Context: an optimization exercise on an open-source flow, tuned for small area, a short achievable clock period and few clock cycles per item. The choices shown serve that exercise and are no tape-out recipe. Function was checked by simulation only, so behaviour that the tests miss may differ from the original.

// alu
module alu (
    input  wire logic                            clock,
    input  wire logic                            arst_n,
    input  wire logic                            in_valid,
    output logic                                 in_ready,
    input  wire logic [3:0]                      op,
    input  wire alu_pkg::alu_word_t              operand_a,
    input  wire alu_pkg::alu_word_t              operand_b,
    input  wire logic [alu_pkg::shift_width-1:0] shift_amount,
    output logic                                 out_valid,
    input  wire logic                            out_ready,
    output alu_pkg::alu_word_t                   result,
    output logic                                 not_equal,
    output logic                                 less_than,
    output logic                                 overflow
);
    localparam int QD = 4;
    function automatic [4:0] msbpos(input [31:0] v);
        reg [15:0] n1; reg [15:0] p1;
  ...
==> module divider, before the edit <==
module divider (
    input  wire logic        clock,
    input  wire logic        arst_n,
    input  wire logic        start,
    input  wire logic [31:0] mag_a,
    input  wire logic [31:0] mag_b,
    input  wire logic [4:0]  len_a,       
    input  wire logic [4:0]  len_b,       
    input  wire logic        b_zero,
    input  wire logic        sign,
    input  wire logic        ext_a,       
    input  wire logic        ext_b,
    input  wire logic        flag,        
    input  wire logic        take,
    output logic             busy,
    output logic             ready,
    output logic [31:0]      mag,
    output logic             neg,
    output logic             ovf
);
    typedef enum logic [1:0] {S_IDLE, S_STEP, S_DONE} st_e;
    st_e st;
    logic [31:0] rem, q;
    logic [31:0] dv;
    logic [5:0]  cnt;
    logic [32:0] trial;
    logic [6:0]  diff;
    logic        none;
    logic [4:0]  k;
    assign diff = ({2'b0, len_a} + {6'd0, ext_a}) - ({2'b0, len_b} + {6'd0, ext_b});
    assign none = diff[6] || b_zero;
    assign k    = diff[4:0];
    assign trial = {1'b0, rem} - {1'b0, dv};
    assign busy  = (st != S_IDLE);
    assign ready = (st == S_DONE);
    assign mag   = q;
    always_ff @(posedge clock or negedge arst_n) begin
        if (!arst_n) begin
            st <= S_IDLE;
        end else begin
            case (st)
                S_IDLE: if (start) st <= none ? S_DONE : S_STEP;
                S_STEP: if (cnt == 6'd1) st <= S_DONE;
                S_DONE: if (take) st <= S_IDLE;
                default: st <= S_IDLE;
            endcase
        end
    end
    always_ff @(posedge clock) begin
        case (st)
            S_IDLE: begin
                rem <= mag_a;
                dv  <= mag_b << k;
                cnt <= {1'b0, k} + 6'd1;
                q   <= '0;
                neg <= sign;
                ovf <= flag;
            end
            S_STEP: begin
                cnt <= cnt - 6'd1;
                dv  <= dv >> 1;
                if (!trial[32]) begin
                    rem <= trial[31:0];
                    q   <= {q[30:0], 1'b1};
                end else begin
                    q   <= {q[30:0], 1'b0};
                end
            end
            default: begin
                cnt <= cnt - 6'd1;
                dv  <= dv >> 1;
            end
        endcase
    end
endmodule
make LEC_CHECK=0 CAP_MARGIN=20 CORE_MARGIN=2 CORE_UTILIZATION=60 SETUP_SLACK_MARGIN=4.0 SLEW_MARGIN=20 finish   # period 8.0 ns
run.sh (not shown) runs the stock make flow with config.mk's settings and CLKGATE_MAP_FILE= SYNTH_SCRIPT=/design/flow/synth_recipe.tcl, a recipe that flattens the netlist after the stock synthesis.
Testbench counts at the start, summed over its fixed seeds: cycles 46,130, items 24,000.
Next try:
--- a/flow/design.v
+++ b/flow/design.v
@@ -161,10 +161,10 @@
     input  wire logic [31:0] mag_b,
     input  wire logic [4:0]  len_a,       
     input  wire logic [4:0]  len_b,       
-    input  wire logic        b_zero,
-    input  wire logic        sign,
     input  wire logic        ext_a,       
     input  wire logic        ext_b,
+    input  wire logic        b_zero,
+    input  wire logic        sign,
     input  wire logic        flag,        
     input  wire logic        take,
     output logic             busy,
@@ -176,16 +176,31 @@
     typedef enum logic [1:0] {S_IDLE, S_STEP, S_DONE} st_e;
     st_e st;
     logic [31:0] rem, q;
-    logic [31:0] dv;
-    logic [5:0]  cnt;
-    logic [32:0] trial;
+    logic [32:0] dv;
+    logic [4:0]  cnt;
     logic [6:0]  diff;
     logic        none;
     logic [4:0]  k;
     assign diff = ({2'b0, len_a} + {6'd0, ext_a}) - ({2'b0, len_b} + {6'd0, ext_b});
     assign none = diff[6] || b_zero;
-    assign k    = diff[4:0];
-    assign trial = {1'b0, rem} - {1'b0, dv};
+    assign k    = diff[4:0] | 5'd1;
+    logic [32:0] h;
+    logic [33:0] t1, t2a;
+    logic [34:0] xs, xy, xz, cs, cc, t2b;
+    logic        b1, b2;
+    assign h   = {1'b0, dv[32:1]};
+    assign t1  = {2'b0, rem} - {1'b0, dv};
+    assign t2a = {2'b0, rem} - {1'b0, h};
+    assign xs  = {3'b0, rem};
+    assign xy  = ~{2'b0, dv};
+    assign xz  = ~{2'b0, h};
+    assign cs  = xs ^ xy ^ xz;
+    assign cc  = {((xs[33:0] & xy[33:0]) | (xs[33:0] & xz[33:0]) | (xy[33:0] & xz[33:0])), 1'b1};
+    logic [35:0] t2w;
+    assign t2w = {cs, 1'b1} + {cc, 1'b1};
+    assign t2b = t2w[35:1];
+    assign b1  = !t1[33];
+    assign b2  = b1 ? !t2b[34] : !t2a[33];
     assign busy  = (st != S_IDLE);
     assign ready = (st == S_DONE);
     assign mag   = q;
@@ -195,7 +210,7 @@
         end else begin
             case (st)
                 S_IDLE: if (start) st <= none ? S_DONE : S_STEP;
-                S_STEP: if (cnt == 6'd1) st <= S_DONE;
+                S_STEP: if (cnt == 5'd1) st <= S_DONE;
                 S_DONE: if (take) st <= S_IDLE;
                 default: st <= S_IDLE;
             endcase
@@ -205,25 +220,21 @@
         case (st)
             S_IDLE: begin
                 rem <= mag_a;
-                dv  <= mag_b << k;
-                cnt <= {1'b0, k} + 6'd1;
+                dv  <= {1'b0, mag_b} << k;
+                cnt <= {1'b0, k[4:1]} + 5'd1;
                 q   <= '0;
                 neg <= sign;
                 ovf <= flag;
             end
             S_STEP: begin
-                cnt <= cnt - 6'd1;
-                dv  <= dv >> 1;
-                if (!trial[32]) begin
-                    rem <= trial[31:0];
-                    q   <= {q[30:0], 1'b1};
-                end else begin
-                    q   <= {q[30:0], 1'b0};
-                end
+                cnt <= cnt - 5'd1;
+                dv  <= dv >> 2;
+                rem <= b1 ? (b2 ? t2b[31:0] : t1[31:0]) : (b2 ? t2a[31:0] : rem);
+                q   <= {q[29:0], b1, b2};
             end
             default: begin
-                cnt <= cnt - 6'd1;
-                dv  <= dv >> 1;
+                cnt <= cnt - 5'd1;
+                dv  <= dv >> 2;
             end
         endcase
     end
=> The new run went through all stages and came out clean; design area goes up by 10%; clock-buffer cell count goes down by 5; clock skew grows by 0.0052 ns; cell count grows by 12%; die area rises by 8.2%; global-route usage increases by 0.98 points; worst hold slack gets worse by 0.017 ns; non-clock buffer count is higher by 60; fmax falls by 4.0%; first-iteration DRC count is higher by 8.6%.
Testbench counts after the change, summed over its fixed seeds: cycles 39,525, items 24,000.

## port drivers added, routing unchanged
How much do the figures lean on ideal ports? The routed layouts below were timed once more, with nothing changed but the port constraints.
Step 1 assumes that a clkbuf_16 drives the clock port and a buf_2 every other input.
Step 2 times the ports against the registers' clock, not the clock port: input delays grow and output delays shrink by t, the midpoint of the rising clock arrivals with the driver on.
a / b / c = ideal / step 1 / step 2; a / b = the first two.
run | shift t [ns] | slack for setup (ns) | slew at the worst register clock pin (ns) | worst data-port slew with drivers (ns) | cell pins on the clock port's net
the first run | 0.715 | 4.018 / 4.018 / 3.477 | 0.07 / 0.07 | 0.04 | 1
the second run | 0.726 | 3.853 / 3.853 / 3.441 | 0.07 / 0.07 | 0.05 | 1
After both steps setup and hold are still met in every run listed. The setup slack of the first run, which loses most, moves by 0.000 ns with the drivers and by -0.541 ns with both steps.
